This design comes from an exercise in tuning for small area, a short achievable clock period and few clock cycles on the open sky130 flow, not from production work.
Function was checked by simulation only, so behaviour that the tests miss may differ from the original.
No activity file was given, so power comes from the tool's default toggle rates.

File: flow/flow/run.sh
#!/bin/bash
# Standard ORFS layout with these changes in how it is made:
#  - ports are buffered with buf_4;
#  - clock tree synthesis without dummy loads and with larger sink clusters.
# The SDC (clock period, I/O delays) is the standard flow's, unchanged.
set -euo pipefail
bash standard.sh SETUP_SLACK_MARGIN=6.8 MATCH_CELL_FOOTPRINT=0 \
  "BUFFER_PORTS_ARGS=-buffer_cell sky130_fd_sc_hd__buf_4" \
  "CTS_ARGS=-sink_clustering_enable -repair_clock_nets -dont_use_dummy_load -sink_clustering_size 27 -sink_clustering_max_diameter 80" \
  finish > flow_make.log 2>&1
File: flow/standard.sh
#!/bin/bash
# synth_recipe.tcl (not shown) runs the flow's synth.tcl, then flattens the netlist and writes it again
# the make line also repeats each setting of config.mk as NAME=value (left out here)
make -C /OpenROAD-flow-scripts/flow DESIGN_CONFIG=/design/flow/config.mk WORK_HOME=/design/flow/orfs CLKGATE_MAP_FILE= SYNTH_SCRIPT=/design/flow/synth_recipe.tcl "${@:-finish}"
File: flow/config.mk
export PLATFORM = sky130hd
export DESIGN_NAME = lenet_classifier_top
export DESIGN_NICKNAME = lenet_classifier_top
export VERILOG_FILES = /design/flow/design.v
export SDC_FILE = /design/flow/constraint.sdc
export NUM_CORES = 4
export LEC_CHECK = 0
export CAP_MARGIN = 20
export CORE_MARGIN = 2
export CORE_UTILIZATION = 70
export PLACE_DENSITY = 0.75
export SETUP_SLACK_MARGIN = 5
export SLEW_MARGIN = 20
File: flow/constraint.sdc
create_clock -name core_clock -period 10.0 [get_ports {i_sclk}]
set_input_delay 2.0000 -clock core_clock [delete_from_list [all_inputs] [get_ports {i_sclk}]]
set_output_delay 2.0000 -clock core_clock [all_outputs]
set_load 0.01 [all_outputs]
File: flow/design.v
package lenet_pkg;
	localparam int N_IN       = 84;
	localparam int N_OUT      = 10;
	localparam int FEAT_BYTES = (N_IN + 7) / 8;
	localparam int W_BYTES    = N_OUT * N_IN;
	localparam int WW         = 8;
	localparam int SCORE_W    = 15;
	localparam int LABEL_W    = 4;
	localparam int N_TAP      = 7;
	localparam int SEG        = N_IN / N_TAP;
	localparam int N_BLK      = N_IN / SEG;
	localparam int TAP_B      = 11;
	localparam int A_START    = ((-(TAP_B + 2)) % SEG + SEG) % SEG;
	localparam int M_OFF      = ((TAP_B + A_START + 2) / SEG) % N_BLK;
	localparam logic [1:0] KIND_WEIGHTS  = 2'd0;
	localparam logic [1:0] KIND_BIASES   = 2'd1;
	localparam logic [1:0] KIND_FEATURES = 2'd2;
	localparam logic [1:0] KIND_RESERVED = 2'd3;
endpackage
`timescale 1ns/1ns
import lenet_pkg::*;
module weight_ram
(
	input  logic                         i_sclk,
	input  logic [N_OUT-1:0]             i_we,
	input  logic [WW-1:0]                i_wdata,
	output logic [N_OUT-1:0][N_TAP-1:0][WW-1:0] o_tap
);
	logic [N_IN-1:0][N_OUT*WW-1:0] ring;
	logic [N_OUT*WW-1:0]           wrap;
	always_comb
	begin
		for (int c = 0; c < N_OUT; c++)
			wrap[c*WW +: WW] = i_we[c] ? i_wdata : ring[0][c*WW +: WW];
	end
	always_ff @(posedge i_sclk)
		ring <= {wrap, ring[N_IN-1:1]};
	always_comb
	begin
		for (int c = 0; c < N_OUT; c++)
			for (int k = 0; k < N_TAP; k++)
				o_tap[c][k] = ring[(SEG * k + TAP_B - c + N_IN) % N_IN][c*WW +: WW];
	end
endmodule
`timescale 1ns/1ns
import lenet_pkg::*;
module param_arbiter
(
	input  logic                         i_sclk,
	input  logic                         i_we,
	input  logic [3:0]                   i_waddr,
	input  logic [WW-1:0]                i_wdata,
	output logic [N_OUT-1:0][WW-1:0]     o_bias
);
	always_ff @(posedge i_sclk)
	begin
		for (int c = 0; c < N_OUT; c++)
			if (i_we && i_waddr == 4'(c))
				o_bias[c] <= i_wdata;
	end
endmodule
`timescale 1ns/1ns
import lenet_pkg::*;
module param_stream_loader
(
	input  logic                     i_sclk,
	input  logic                     i_rstn,
	input  logic                     i_in_valid,
	output logic                     o_in_ready,
	input  logic [7:0]               i_in_data,
	output logic [N_OUT-1:0]         o_w_we,
	output logic                     o_b_we,
	output logic [3:0]               o_b_addr,
	output logic                     o_start,
	output logic [N_BLK-1:0]         o_m,
	output logic [N_IN-1:0]          o_features
);
	localparam logic [1:0] ST_HDR = 2'd0;
	localparam logic [1:0] ST_W   = 2'd1;
	localparam logic [1:0] ST_B   = 2'd2;
	localparam logic [1:0] ST_F   = 2'd3;
	logic [1:0]       st;
	logic [3:0]       cs;
	logic [2:0]       cb;
	logic [N_OUT-1:0] wcls;
	logic [3:0]       ph_s;
	logic [2:0]       ph_b;
	logic [3:0]       ph_s_inc;
	logic [2:0]       ph_b_inc;
	logic             pending;
	logic [4:0]       bz;
	logic [4:0]       bz_n;
	logic             pend_n;
	logic             accept;
	logic             w_first;
	logic             w_last;
	logic             rdy_a;
	logic             rdy_n;
	logic [1:0]       in_kind;
	assign in_kind = i_in_data[7:6];
	assign accept  = i_in_valid && o_in_ready;
	assign w_first = (cs == 4'd0) && (cb == 3'd0) && wcls[0];
	assign w_last  = (cs == 4'(SEG - 1)) && (cb == 3'(N_BLK - 1)) && wcls[N_OUT-1];
	always_comb
	begin
		if (ph_s == 4'(SEG - 1))
		begin
			ph_s_inc = 4'd0;
			ph_b_inc = (ph_b == 3'(N_BLK - 1)) ? 3'd0 : ph_b + 3'd1;
		end
		else
		begin
			ph_s_inc = ph_s + 4'd1;
			ph_b_inc = ph_b;
		end
	end
	assign o_start = pending && (ph_s == 4'(A_START));
	assign pend_n  = pending && !o_start;
	assign bz_n    = o_start ? 5'd22 : (bz != 5'd0) ? bz - 5'd1 : 5'd0;
	always_comb
	begin
		rdy_a = 1'b1;
		if (st == ST_HDR)
			case (in_kind)
				KIND_WEIGHTS,
				KIND_BIASES:   rdy_a = !pend_n && (bz_n == 5'd0);
				KIND_FEATURES: rdy_a = !pend_n;
				default:       rdy_a = 1'b1;
			endcase
		case (st)
			ST_HDR: rdy_n = 1'b1;
			ST_W:   rdy_n = !pend_n && (bz_n == 5'd0)
			                && (w_first || (ph_s_inc == cs && ph_b_inc == cb));
			ST_B:   rdy_n = !pend_n && (bz_n == 5'd0);
			default: rdy_n = !pend_n;
		endcase
	end
	assign o_w_we   = (accept && st == ST_W) ? wcls : '0;
	assign o_b_we   = accept && st == ST_B;
	assign o_b_addr = cs;
	always_ff @(posedge i_sclk)
	begin
		if (!i_rstn)
		begin
			st         <= ST_HDR;
			pending    <= 1'b0;
			bz         <= '0;
			o_in_ready <= 1'b1;
		end
		else
		begin
			o_in_ready <= accept ? rdy_a : rdy_n;
			bz         <= bz_n;
			pending    <= pend_n || (accept && st == ST_F && cs == 4'(FEAT_BYTES - 1));
			if (accept)
				case (st)
					ST_HDR:
						case (in_kind)
							KIND_WEIGHTS:  st <= ST_W;
							KIND_BIASES:   st <= ST_B;
							KIND_FEATURES: st <= ST_F;
							default:       st <= ST_HDR;
						endcase
					ST_W:
						if (w_last)
							st <= ST_HDR;
					ST_B:
						if (cs == 4'(N_OUT - 1))
							st <= ST_HDR;
					default:
						if (cs == 4'(FEAT_BYTES - 1))
							st <= ST_HDR;
				endcase
		end
	end
	always_ff @(posedge i_sclk)
	begin
		if (accept && st == ST_W && w_first)
		begin
			ph_s <= 4'd1;
			ph_b <= 3'd0;
		end
		else
		begin
			ph_s <= ph_s_inc;
			ph_b <= ph_b_inc;
		end
		if (accept)
		begin
			if (st == ST_HDR)
			begin
				cs   <= '0;
				cb   <= '0;
				wcls <= N_OUT'(1);
			end
			else if (cs == 4'(SEG - 1))
			begin
				cs <= '0;
				if (cb == 3'(N_BLK - 1))
				begin
					cb   <= '0;
					wcls <= {wcls[N_OUT-2:0], 1'b0};
				end
				else
					cb <= cb + 3'd1;
			end
			else
				cs <= cs + 4'd1;
		end
		if (accept && st == ST_F)
			for (int i = 0; i < N_IN; i++)
				if (int'(cs) == i / 8)
					o_features[i] <= i_in_data[i % 8];
		if (o_start)
			for (int b = 0; b < N_BLK; b++)
				o_m[(b + M_OFF) % N_BLK] <= (ph_b == 3'(b));
	end
endmodule
`timescale 1ns/1ns
import lenet_pkg::*;
module fc_layer_engine
(
	input  logic                                 i_sclk,
	input  logic                                 i_rstn,
	input  logic                                 i_start,
	input  logic [N_BLK-1:0]                     i_m,
	input  logic [N_IN-1:0]                      i_features,
	input  logic [N_OUT-1:0][N_TAP-1:0][WW-1:0] i_tap,
	input  logic [N_OUT-1:0][WW-1:0]             i_bias,
	output logic                                 o_score_valid,
	output logic                                 o_score_first,
	output logic                                 o_score_last,
	output logic [SCORE_W-1:0]                   o_score
);
	localparam int NTOK = SEG + N_OUT + 2;
	logic [N_TAP-1:0][SEG-1:0]   fp;
	logic [N_TAP-1:0][N_OUT-1:0] fd;
	logic [NTOK-1:0]             tok;
	always_ff @(posedge i_sclk)
	begin
		for (int s = 0; s < N_TAP; s++)
			if (i_start)
				fp[s] <= i_features[s*SEG +: SEG];
			else
				fp[s] <= fp[s] >> 1;
	end
	always_ff @(posedge i_sclk)
	begin
		for (int k = 0; k < N_TAP; k++)
		begin
			fd[k][0] <= 1'b0;
			for (int m = 0; m < N_BLK; m++)
				if (i_m[m])
					fd[k][0] <= fp[(k + m) % N_TAP][0];
			for (int c = 1; c < N_OUT; c++)
				fd[k][c] <= fd[k][c-1];
		end
	end
	always_ff @(posedge i_sclk)
	begin
		if (!i_rstn)
			tok <= '0;
		else
			tok <= {tok[NTOK-2:0], i_start};
	end
	logic [N_OUT-1:0][SCORE_W-1:0] acc_s;
	logic [N_OUT-1:0][SCORE_W-1:0] acc_c;
	for (genvar c = 0; c < N_OUT; c++)
	begin : g_cls
		logic [N_TAP-1:0] feat;
		for (genvar k = 0; k < N_TAP; k++)
		begin : g_tap
			assign feat[k] = fd[k][c];
		end
		fc_class_acc acc_i (
			.i_sclk  (i_sclk),
			.i_first (tok[1 + c]),
			.i_feat  (feat),
			.i_w     (i_tap[c]),
			.i_bias  (i_bias[c]),
			.o_acc_s (acc_s[c]),
			.o_acc_c (acc_c[c])
		);
	end
	logic [SCORE_W-1:0] rs, rc;
	logic               rv;
	always_comb
	begin
		rs = '0;
		rc = '0;
		for (int c = 0; c < N_OUT; c++)
			if (tok[SEG + 1 + c])
			begin
				rs = rs | acc_s[c];
				rc = rc | acc_c[c];
			end
	end
	assign rv = |tok[SEG + N_OUT : SEG + 1];
	always_ff @(posedge i_sclk)
	begin
		if (!i_rstn)
			o_score_valid <= 1'b0;
		else
			o_score_valid <= rv;
		o_score_first <= tok[SEG + 1];
		o_score_last  <= tok[SEG + N_OUT];
		o_score       <= rs + rc;
	end
endmodule
`timescale 1ns/1ns
module fc_class_acc
(
	input  logic                   i_sclk,
	input  logic                   i_first,
	input  logic [6:0]             i_feat,
	input  logic [6:0][7:0]        i_w,
	input  logic [7:0]             i_bias,
	output logic [14:0]            o_acc_s,
	output logic [14:0]            o_acc_c
);
	logic [7:0] g0;
	logic [7:0] g1;
	logic [7:0] g2;
	logic [7:0] g3;
	logic [7:0] g4;
	logic [7:0] g5;
	logic [7:0] g6;
	logic [14:0] bs, bc;
	logic s1, k2, s3, k4, s5, k6, s7, k8, s9, k10, s11, k12, s13, k14, s15, k16, s17, k18, s19, k20, s21, k22, s23, k24, s25, k26, s27, k28, s29, k30, s31, k32, s33, k34, s35, k36, s37, k38, s39, k40, s41, k42, s43, k44, s45, k46, s47, k48, s49, k50, s51, k52, s53, k54, s55, k56, s57, k58, s59, k60, s61, k62, s63, k64, s65, k66, s67, k68, s69, k70, s71, k72, s73, k74, s75, k76, s77, k78, s79, k80, s81, k82, s83, k84, s85, k86, s87, k88, s89, k90, s91, k92, s93, k94, s95, k96, s97, k98, s99, k100, s101, k102, s103, k104, s105, k106, s107, k108, s109, k110, s111, k112, s113, k114, s115, k116, s117, k118, s119, k120, s121, k122, s123, k124, s125, k126, s127, k128, s129, k130;
	assign g0 = {~(i_feat[0] & i_w[0][7]), {7{i_feat[0]}} & i_w[0][6:0]};
	assign g1 = {~(i_feat[1] & i_w[1][7]), {7{i_feat[1]}} & i_w[1][6:0]};
	assign g2 = {~(i_feat[2] & i_w[2][7]), {7{i_feat[2]}} & i_w[2][6:0]};
	assign g3 = {~(i_feat[3] & i_w[3][7]), {7{i_feat[3]}} & i_w[3][6:0]};
	assign g4 = {~(i_feat[4] & i_w[4][7]), {7{i_feat[4]}} & i_w[4][6:0]};
	assign g5 = {~(i_feat[5] & i_w[5][7]), {7{i_feat[5]}} & i_w[5][6:0]};
	assign g6 = {~(i_feat[6] & i_w[6][7]), {7{i_feat[6]}} & i_w[6][6:0]};
	assign bs = i_first ? {7'd0, ~i_bias[7], i_bias[6:0]} : o_acc_s;
	assign bc = i_first ? 15'd0 : o_acc_c;
	assign s1 = bs[0] ^ bc[0] ^ g0[0];
	assign k2 = (bs[0] & bc[0]) | (bs[0] & g0[0]) | (bc[0] & g0[0]);
	assign s3 = g1[0] ^ g2[0];
	assign k4 = g1[0] & g2[0];
	assign s5 = bs[1] ^ bc[1] ^ g0[1];
	assign k6 = (bs[1] & bc[1]) | (bs[1] & g0[1]) | (bc[1] & g0[1]);
	assign s7 = g1[1] ^ g2[1] ^ g3[1];
	assign k8 = (g1[1] & g2[1]) | (g1[1] & g3[1]) | (g2[1] & g3[1]);
	assign s9 = g4[1] ^ g5[1];
	assign k10 = g4[1] & g5[1];
	assign s11 = bs[2] ^ bc[2] ^ g0[2];
	assign k12 = (bs[2] & bc[2]) | (bs[2] & g0[2]) | (bc[2] & g0[2]);
	assign s13 = g1[2] ^ g2[2] ^ g3[2];
	assign k14 = (g1[2] & g2[2]) | (g1[2] & g3[2]) | (g2[2] & g3[2]);
	assign s15 = g4[2] ^ g5[2] ^ g6[2];
	assign k16 = (g4[2] & g5[2]) | (g4[2] & g6[2]) | (g5[2] & g6[2]);
	assign s17 = bs[3] ^ bc[3] ^ g0[3];
	assign k18 = (bs[3] & bc[3]) | (bs[3] & g0[3]) | (bc[3] & g0[3]);
	assign s19 = g1[3] ^ g2[3] ^ g3[3];
	assign k20 = (g1[3] & g2[3]) | (g1[3] & g3[3]) | (g2[3] & g3[3]);
	assign s21 = g4[3] ^ g5[3] ^ g6[3];
	assign k22 = (g4[3] & g5[3]) | (g4[3] & g6[3]) | (g5[3] & g6[3]);
	assign s23 = bs[4] ^ bc[4] ^ g0[4];
	assign k24 = (bs[4] & bc[4]) | (bs[4] & g0[4]) | (bc[4] & g0[4]);
	assign s25 = g1[4] ^ g2[4] ^ g3[4];
	assign k26 = (g1[4] & g2[4]) | (g1[4] & g3[4]) | (g2[4] & g3[4]);
	assign s27 = g4[4] ^ g5[4] ^ g6[4];
	assign k28 = (g4[4] & g5[4]) | (g4[4] & g6[4]) | (g5[4] & g6[4]);
	assign s29 = bs[5] ^ bc[5] ^ g0[5];
	assign k30 = (bs[5] & bc[5]) | (bs[5] & g0[5]) | (bc[5] & g0[5]);
	assign s31 = g1[5] ^ g2[5] ^ g3[5];
	assign k32 = (g1[5] & g2[5]) | (g1[5] & g3[5]) | (g2[5] & g3[5]);
	assign s33 = g4[5] ^ g5[5] ^ g6[5];
	assign k34 = (g4[5] & g5[5]) | (g4[5] & g6[5]) | (g5[5] & g6[5]);
	assign s35 = bs[6] ^ bc[6] ^ g0[6];
	assign k36 = (bs[6] & bc[6]) | (bs[6] & g0[6]) | (bc[6] & g0[6]);
	assign s37 = g1[6] ^ g2[6] ^ g3[6];
	assign k38 = (g1[6] & g2[6]) | (g1[6] & g3[6]) | (g2[6] & g3[6]);
	assign s39 = g4[6] ^ g5[6] ^ g6[6];
	assign k40 = (g4[6] & g5[6]) | (g4[6] & g6[6]) | (g5[6] & g6[6]);
	assign s41 = bs[7] ^ bc[7] ^ g0[7];
	assign k42 = (bs[7] & bc[7]) | (bs[7] & g0[7]) | (bc[7] & g0[7]);
	assign s43 = g1[7] ^ g2[7] ^ g3[7];
	assign k44 = (g1[7] & g2[7]) | (g1[7] & g3[7]) | (g2[7] & g3[7]);
	assign s45 = g4[7] ^ g5[7] ^ g6[7];
	assign k46 = (g4[7] & g5[7]) | (g4[7] & g6[7]) | (g5[7] & g6[7]);
	assign s47 = g3[0] ^ g4[0] ^ g5[0];
	assign k48 = (g3[0] & g4[0]) | (g3[0] & g5[0]) | (g4[0] & g5[0]);
	assign s49 = k2 ^ k4 ^ g6[1];
	assign k50 = (k2 & k4) | (k2 & g6[1]) | (k4 & g6[1]);
	assign s51 = s5 ^ s7;
	assign k52 = s5 & s7;
	assign s53 = k6 ^ k8 ^ k10;
	assign k54 = (k6 & k8) | (k6 & k10) | (k8 & k10);
	assign s55 = s11 ^ s13 ^ s15;
	assign k56 = (s11 & s13) | (s11 & s15) | (s13 & s15);
	assign s57 = k12 ^ k14 ^ k16;
	assign k58 = (k12 & k14) | (k12 & k16) | (k14 & k16);
	assign s59 = s17 ^ s19 ^ s21;
	assign k60 = (s17 & s19) | (s17 & s21) | (s19 & s21);
	assign s61 = k18 ^ k20 ^ k22;
	assign k62 = (k18 & k20) | (k18 & k22) | (k20 & k22);
	assign s63 = s23 ^ s25 ^ s27;
	assign k64 = (s23 & s25) | (s23 & s27) | (s25 & s27);
	assign s65 = k24 ^ k26 ^ k28;
	assign k66 = (k24 & k26) | (k24 & k28) | (k26 & k28);
	assign s67 = s29 ^ s31 ^ s33;
	assign k68 = (s29 & s31) | (s29 & s33) | (s31 & s33);
	assign s69 = k30 ^ k32 ^ k34;
	assign k70 = (k30 & k32) | (k30 & k34) | (k32 & k34);
	assign s71 = s35 ^ s37 ^ s39;
	assign k72 = (s35 & s37) | (s35 & s39) | (s37 & s39);
	assign s73 = k36 ^ k38 ^ k40;
	assign k74 = (k36 & k38) | (k36 & k40) | (k38 & k40);
	assign s75 = s41 ^ s43 ^ s45;
	assign k76 = (s41 & s43) | (s41 & s45) | (s43 & s45);
	assign s77 = k42 ^ k44 ^ k46;
	assign k78 = (k42 & k44) | (k42 & k46) | (k44 & k46);
	assign s79 = bs[8] ^ bc[8];
	assign k80 = bs[8] & bc[8];
	assign s81 = g6[0] ^ s1;
	assign k82 = g6[0] & s1;
	assign s83 = k48 ^ s9 ^ s49;
	assign k84 = (k48 & s9) | (k48 & s49) | (s9 & s49);
	assign s85 = k50 ^ k52 ^ s53;
	assign k86 = (k50 & k52) | (k50 & s53) | (k52 & s53);
	assign s87 = k54 ^ k56 ^ s57;
	assign k88 = (k54 & k56) | (k54 & s57) | (k56 & s57);
	assign s89 = k58 ^ k60 ^ s61;
	assign k90 = (k58 & k60) | (k58 & s61) | (k60 & s61);
	assign s91 = k62 ^ k64 ^ s65;
	assign k92 = (k62 & k64) | (k62 & s65) | (k64 & s65);
	assign s93 = k66 ^ k68 ^ s69;
	assign k94 = (k66 & k68) | (k66 & s69) | (k68 & s69);
	assign s95 = k70 ^ k72 ^ s73;
	assign k96 = (k70 & k72) | (k70 & s73) | (k72 & s73);
	assign s97 = k74 ^ k76 ^ s77;
	assign k98 = (k74 & k76) | (k74 & s77) | (k76 & s77);
	assign s99 = k78 ^ k80 ^ bs[9];
	assign k100 = (k78 & k80) | (k78 & bs[9]) | (k80 & bs[9]);
	assign s101 = s3 ^ s47;
	assign k102 = s3 & s47;
	assign s103 = k82 ^ s51 ^ s83;
	assign k104 = (k82 & s51) | (k82 & s83) | (s51 & s83);
	assign s105 = k84 ^ s55 ^ s85;
	assign k106 = (k84 & s55) | (k84 & s85) | (s55 & s85);
	assign s107 = k86 ^ s59 ^ s87;
	assign k108 = (k86 & s59) | (k86 & s87) | (s59 & s87);
	assign s109 = k88 ^ s63 ^ s89;
	assign k110 = (k88 & s63) | (k88 & s89) | (s63 & s89);
	assign s111 = k90 ^ s67 ^ s91;
	assign k112 = (k90 & s67) | (k90 & s91) | (s67 & s91);
	assign s113 = k92 ^ s71 ^ s93;
	assign k114 = (k92 & s71) | (k92 & s93) | (s71 & s93);
	assign s115 = k94 ^ s75 ^ s95;
	assign k116 = (k94 & s75) | (k94 & s95) | (s75 & s95);
	assign s117 = k96 ^ s79 ^ s97;
	assign k118 = (k96 & s79) | (k96 & s97) | (s79 & s97);
	assign s119 = k98 ^ bc[9] ^ s99;
	assign k120 = (k98 & bc[9]) | (k98 & s99) | (bc[9] & s99);
	assign s121 = k100 ^ bs[10] ^ bc[10];
	assign k122 = (k100 & bs[10]) | (k100 & bc[10]) | (bs[10] & bc[10]);
	assign s123 = bs[11] ^ bc[11];
	assign k124 = bs[11] & bc[11];
	assign s125 = bs[12] ^ bc[12];
	assign k126 = bs[12] & bc[12];
	assign s127 = bs[13] ^ bc[13];
	assign k128 = bs[13] & bc[13];
	assign s129 = bs[14] ^ bc[14];
	assign k130 = bs[14] & bc[14];
	always_ff @(posedge i_sclk)
	begin
		o_acc_s <= {k128, k126, k124, k122, k120, k118, k116, k114, k112, k110, k108, k106, k104, k102, s81};
		o_acc_c <= {s129, s127, s125, s123, s121, s119, s117, s115, s113, s111, s109, s107, s105, s103, s101};
	end
endmodule
`timescale 1ns/1ns
import lenet_pkg::*;
module max_label_picker
(
	input  logic                      i_sclk,
	input  logic                      i_rstn,
	input  logic                      i_score_valid,
	input  logic                      i_score_first,
	input  logic                      i_score_last,
	input  logic [SCORE_W-1:0]        i_score,
	output logic [LABEL_W-1:0]        o_label,
	output logic                      o_label_valid
);
	logic [SCORE_W-1:0]        max_score;
	logic [LABEL_W-1:0]        max_cls;
	logic [LABEL_W-1:0]        cls;
	logic                      take;
	assign take = i_score_first || (i_score > max_score);
	always_ff @(posedge i_sclk)
	begin
		if (i_score_valid)
		begin
			cls <= i_score_first ? LABEL_W'(1) : cls + 1'b1;
			if (take)
			begin
				max_score <= i_score;
				max_cls   <= i_score_first ? '0 : cls;
			end
		end
		o_label <= take ? cls : max_cls;
	end
	always_ff @(posedge i_sclk)
	begin
		if (!i_rstn)
			o_label_valid <= 1'b0;
		else
			o_label_valid <= i_score_valid && i_score_last;
	end
endmodule
`timescale 1ns/1ns
import lenet_pkg::*;
module lenet_classifier_top
(
	input  logic               i_sclk,
	input  logic               i_rstn,
	input  logic               i_in_valid,
	output logic               o_in_ready,
	input  logic [7:0]         i_in_data,
	output logic [LABEL_W-1:0] o_label,
	output logic               o_label_valid
);
	logic [N_OUT-1:0]                     w_we;
	logic                                 b_we;
	logic [3:0]                           b_addr;
	logic                                 start;
	logic [N_BLK-1:0]                     m;
	logic [N_IN-1:0]                      features;
	logic [N_OUT-1:0][N_TAP-1:0][WW-1:0] tap;
	logic [N_OUT-1:0][WW-1:0]             bias;
	logic                                 score_valid;
	logic                                 score_first;
	logic                                 score_last;
	logic [SCORE_W-1:0]                   score;
	param_stream_loader param_stream_loader_i (
		.i_sclk     (i_sclk),
		.i_rstn     (i_rstn),
		.i_in_valid (i_in_valid),
		.o_in_ready (o_in_ready),
		.i_in_data  (i_in_data),
		.o_w_we     (w_we),
		.o_b_we     (b_we),
		.o_b_addr   (b_addr),
		.o_start    (start),
		.o_m        (m),
		.o_features (features)
	);
	weight_ram weight_ram_i (
		.i_sclk  (i_sclk),
		.i_we    (w_we),
		.i_wdata (i_in_data),
		.o_tap   (tap)
	);
	param_arbiter param_arbiter_i (
		.i_sclk  (i_sclk),
		.i_we    (b_we),
		.i_waddr (b_addr),
		.i_wdata (i_in_data),
		.o_bias  (bias)
	);
	fc_layer_engine fc_layer_engine_i (
		.i_sclk        (i_sclk),
		.i_rstn        (i_rstn),
		.i_start       (start),
		.i_m           (m),
		.i_features    (features),
		.i_tap         (tap),
		.i_bias        (bias),
		.o_score_valid (score_valid),
		.o_score_first (score_first),
		.o_score_last  (score_last),
		.o_score       (score)
	);
	max_label_picker max_label_picker_i (
		.i_sclk        (i_sclk),
		.i_rstn        (i_rstn),
		.i_score_valid (score_valid),
		.i_score_first (score_first),
		.i_score_last  (score_last),
		.i_score       (score),
		.o_label       (o_label),
		.o_label_valid (o_label_valid)
	);
endmodule
==> summary.txt <==
## power breakdown
group	switching [mW]	internal [mW]
sequential	0.555	30.7
clock	8.37	5.94
combinational	0.620	0.469
total	9.54	37.1
## routing by layer
layer | vias up | wire length, um
met5 | - | 0
met4 | 0 | 10800
met3 | 510 | 11800
met2 | 1337 | 149000
met1 | 34800 | 149000
li1 | 33100 | -
## cell usage in the layout, fill, tap and decap left out, types with 7 or more instances in the layout
master,instances
nand2b_1,25
fa_1,550
dfxtp_1,7212
and2_2,14
clkbuf_16,334
o21ai_0,47
inv_1,659
dfxtp_4,7
xnor2_1,26
nand4_1,36
nor2_1,66
a221oi_1,28
buf_12,13
a21oi_1,39
a22oi_1,75
edfxtp_1,211
nor2b_1,203
a22o_1,30
dfxtp_2,17
a22oi_2,15
buf_4,39
mux2_2,123
nand2_1,318
diode_2,8
nor3_1,9
and3_1,9
buf_6,8
mux2i_1,19
ha_1,132
and2_1,566
xor2_1,7
a221oi_2,8
## registers in the layout (all words and copies together), names as in the netlist, 5 cells and up
signal                                 cells
fc_layer_engine_i.fd                      70
max_label_picker_i.max_score              15
param_stream_loader_i.bz                   5
param_stream_loader_i.o_features          84
fc_layer_engine_i.tok                     23
param_arbiter_i.o_bias                    80
fc_layer_engine_i.fp                      84
fc_layer_engine_i.o_score                 15
param_stream_loader_i.wcls                10
weight_ram_i.ring                       6720
fc_layer_engine_i.g_cls.acc_i.o_acc_s    150
fc_layer_engine_i.g_cls.acc_i.o_acc_c    150
param_stream_loader_i.o_m                  7
## final timing paths
kind	endpoint	from	slack (ns)
worst min register to register	weight_ram_i.ring[4274]	weight_ram_i.ring[4354]	0.28
worst max-delay path	o_in_ready	param_stream_loader_i.o_in_ready	6.55
worst max register to register	fc_layer_engine_i.o_score[14]	fc_layer_engine_i.tok[14]	6.71
worst min-delay path	weight_ram_i.ring[4274]	weight_ram_i.ring[4354]	0.28
## logic make-up after synthesis
kind of cell             count (synthesis)
flip-flops                            7447
multiplexers                           145
AND/OR/NAND/NOR                       1283
adder cells (fa/ha/maj)                686
XOR/XNOR                                33
buffers and inverters                  762
AO/OA/AOI/OAI                          283
## area by class of cell
type	count	area [sq um]	area share, %
antenna	8	20.0	0.0105
clock buffer	330	8260	4.33
inverter	660	2480	1.30
multi-input combinational	2430	24000	12.6
sequential	7447	151000	79.2
tap	3348	4190	2.19
timing repair buffer	66	773	0.405
## what timing repair did
action                                  in CTS  in global routing
buffers inserted                             1                 17
cloned                                       1                  3
resized for setup                           58                 66
hold buffers                                 0                  0
endpoints found under the setup margin     150                175
pin swaps                                    5                 22
==> impl_metrics.yaml <==
floorplanning:
  die_w_um: 508
  start_util_pct: 70.6
  io_pins: 17
  num_rows: 184
  die_area_sq_um: 258000
  core_area_sq_um: 252000
  die_h_um: 508
logic_synthesis:
  synth_area_sq_um: 178000
  syn_nets: 11300
  synthAdderAreaFrac_pct: 7.15
  synth_edf_count: 211
  yosys.area_share.simple_pct: 3.96
  synth_top_area_share_pct: 81.5
  synth_top_family_by_area: "adder cells"
  synthArstFlopShare_pct: 0
  yosys.area.top_type: "dfxtp_1"
  ys_ff_latch: 7447
  synth_common_cells: "7236 x dfxtp_1, 659 x inv_1, 580 x and2_1"
  yosysSeqAreaShare_pct: 85.1
  netlist_top_cells_area: "dfxtp_1 81%, fa_1 6.2%, edfxtp_1 3.6%"
  yosys.area_share.xor_xnor_pct: 0.163
  yosysMostFrequentCell: "dfxtp_1"
  ys_types: 55
  yosys_warnings: 6
  synth_mux_area_share_pct: 0.912
  netlist_instances: 10600
  ys.flop_type: "dfxtp_1"
  synth_compound_area_share_pct: 1.14
  syn_area_per_cell_sq_um: 16.7
power:
  power_mw: 46.6
  p_leak_nw: 78.8
  ir_drop_mv: 0.226
  p_per_area_nw_per_um2: 244
clock_tree:
  cts_tree: "built"
  cts_buffer_depth: 4
  cts_root_buffer: "clkbuf_16"
  cts_max_level: 5
  path_clk_slew_ns: 0.10
  cts.sinks: 7447
  cts-buffers-inserted: 330
  insertion_delay_ns: 0.99
route:
  first_pass_iters: 6
  routedWlPerCell_um: 22.4
  via_count: 69800
  finalWirelength_mm: 321
  avgViaCountPerCell: 4.88
  antenna_left: 0
  drcViolationCount: 0
  dr.first_iter.drc_count: 4862
placed_design:
  port_buffers: 16
  gp_congestion: 1.05
  place_hpwl_mm: 201
  place_inst: 13900
  place_ws_ns: 5.37
  place_area_sq_um: 182000
global_routing:
  grt_use_total_pct: 25.2
  gr-usage-met3_pct: 3.08
  grt_pass1_wl_mm: 476
  grt_pass1_vias: 74300
  globalRouteOverflowTotal: 0
  top_usage_layer: "met2"
  grt_max_degree: 80
  grt.met2_usage_pct: 40.3
  met1_usage_pct: 36.7
  antenna_found_initial: 37
sta:
  skew_ns: 0.102
  fin_crit_sh_pct: 34.5
  rsz0062_at_grt: "true"
  fmax_ghz: 0.290
  finalSetupViolations: 0
  fin_tns_setup_ns: 0
  setup_slack_ns: 6.55
  worst_pin_slew_ns: 0.871
  slew_headroom_pct: 41.9
  period_minus_slack_ns: 3.45
  hold_violations: 0
  whs_ns: 0.278
  slew_violations: 0
finish:
  nFillCells: 13900
  fin_util_pct: 75.8
  drive_above_1_share_pct: 5.59
  instances_no_fill: 14300
  area_growth_pct: 7.42
  fin_nets: 11600
  postLayoutCellArea_sq_um: 191000
worst_setup_path:
  cp-start-kind: "register"
  critPathMaxFanout: 2
  worstSetupEndpointType: "primary output"
  path_buf_inv: 1
  reg2regPathDepth: 11
  cp.depth: 1
  cpPeakStageDelay_ns: 0.37
  worstPathArrival_ns: 1.45
  crit_type: "reg -> out"
  cp_top_family: "flip-flops"
  worstPathRequired_ns: 8.00
  crit_chain: "buf_8"
  slowest_stage: "dfxtp_2"
flow_run:
  drv_cap: 0
min_path:
  hold_depth: 0
  hold_path_class: "reg -> reg"
outcome:
  status: "no timing/DRC/antenna violations"
Testbench counts, summed over its fixed seeds: cycles 10,856.

## port drivers added, routing unchanged
How much do the figures lean on ideal ports? The routed layout below was timed once more, with nothing changed but the port constraints. Step 1 sets driving cells, clkbuf_16 on the clock port and buf_2 on the other inputs (assumed; they add their load-dependent delay and slew). Step 2 adds t to the input delays and takes it off the output delays; t is the mean of the earliest and latest rising clock arrival at the registers after step 1. Input paths then give back, and output paths get back, about the clock's delay inside the block. Slacks: no drivers / after step 1 / after step 2; pairs: no drivers / after step 1.
t, ns: 1.030
setup slack, ns: 6.555 / 6.458 / 5.895
hold slack, ns: 0.278 / 0.278 / 0.278
After both steps this run still meets setup and hold. For this run, drivers alone change the setup slack by -0.097 ns; drivers and shift together by -0.660 ns.
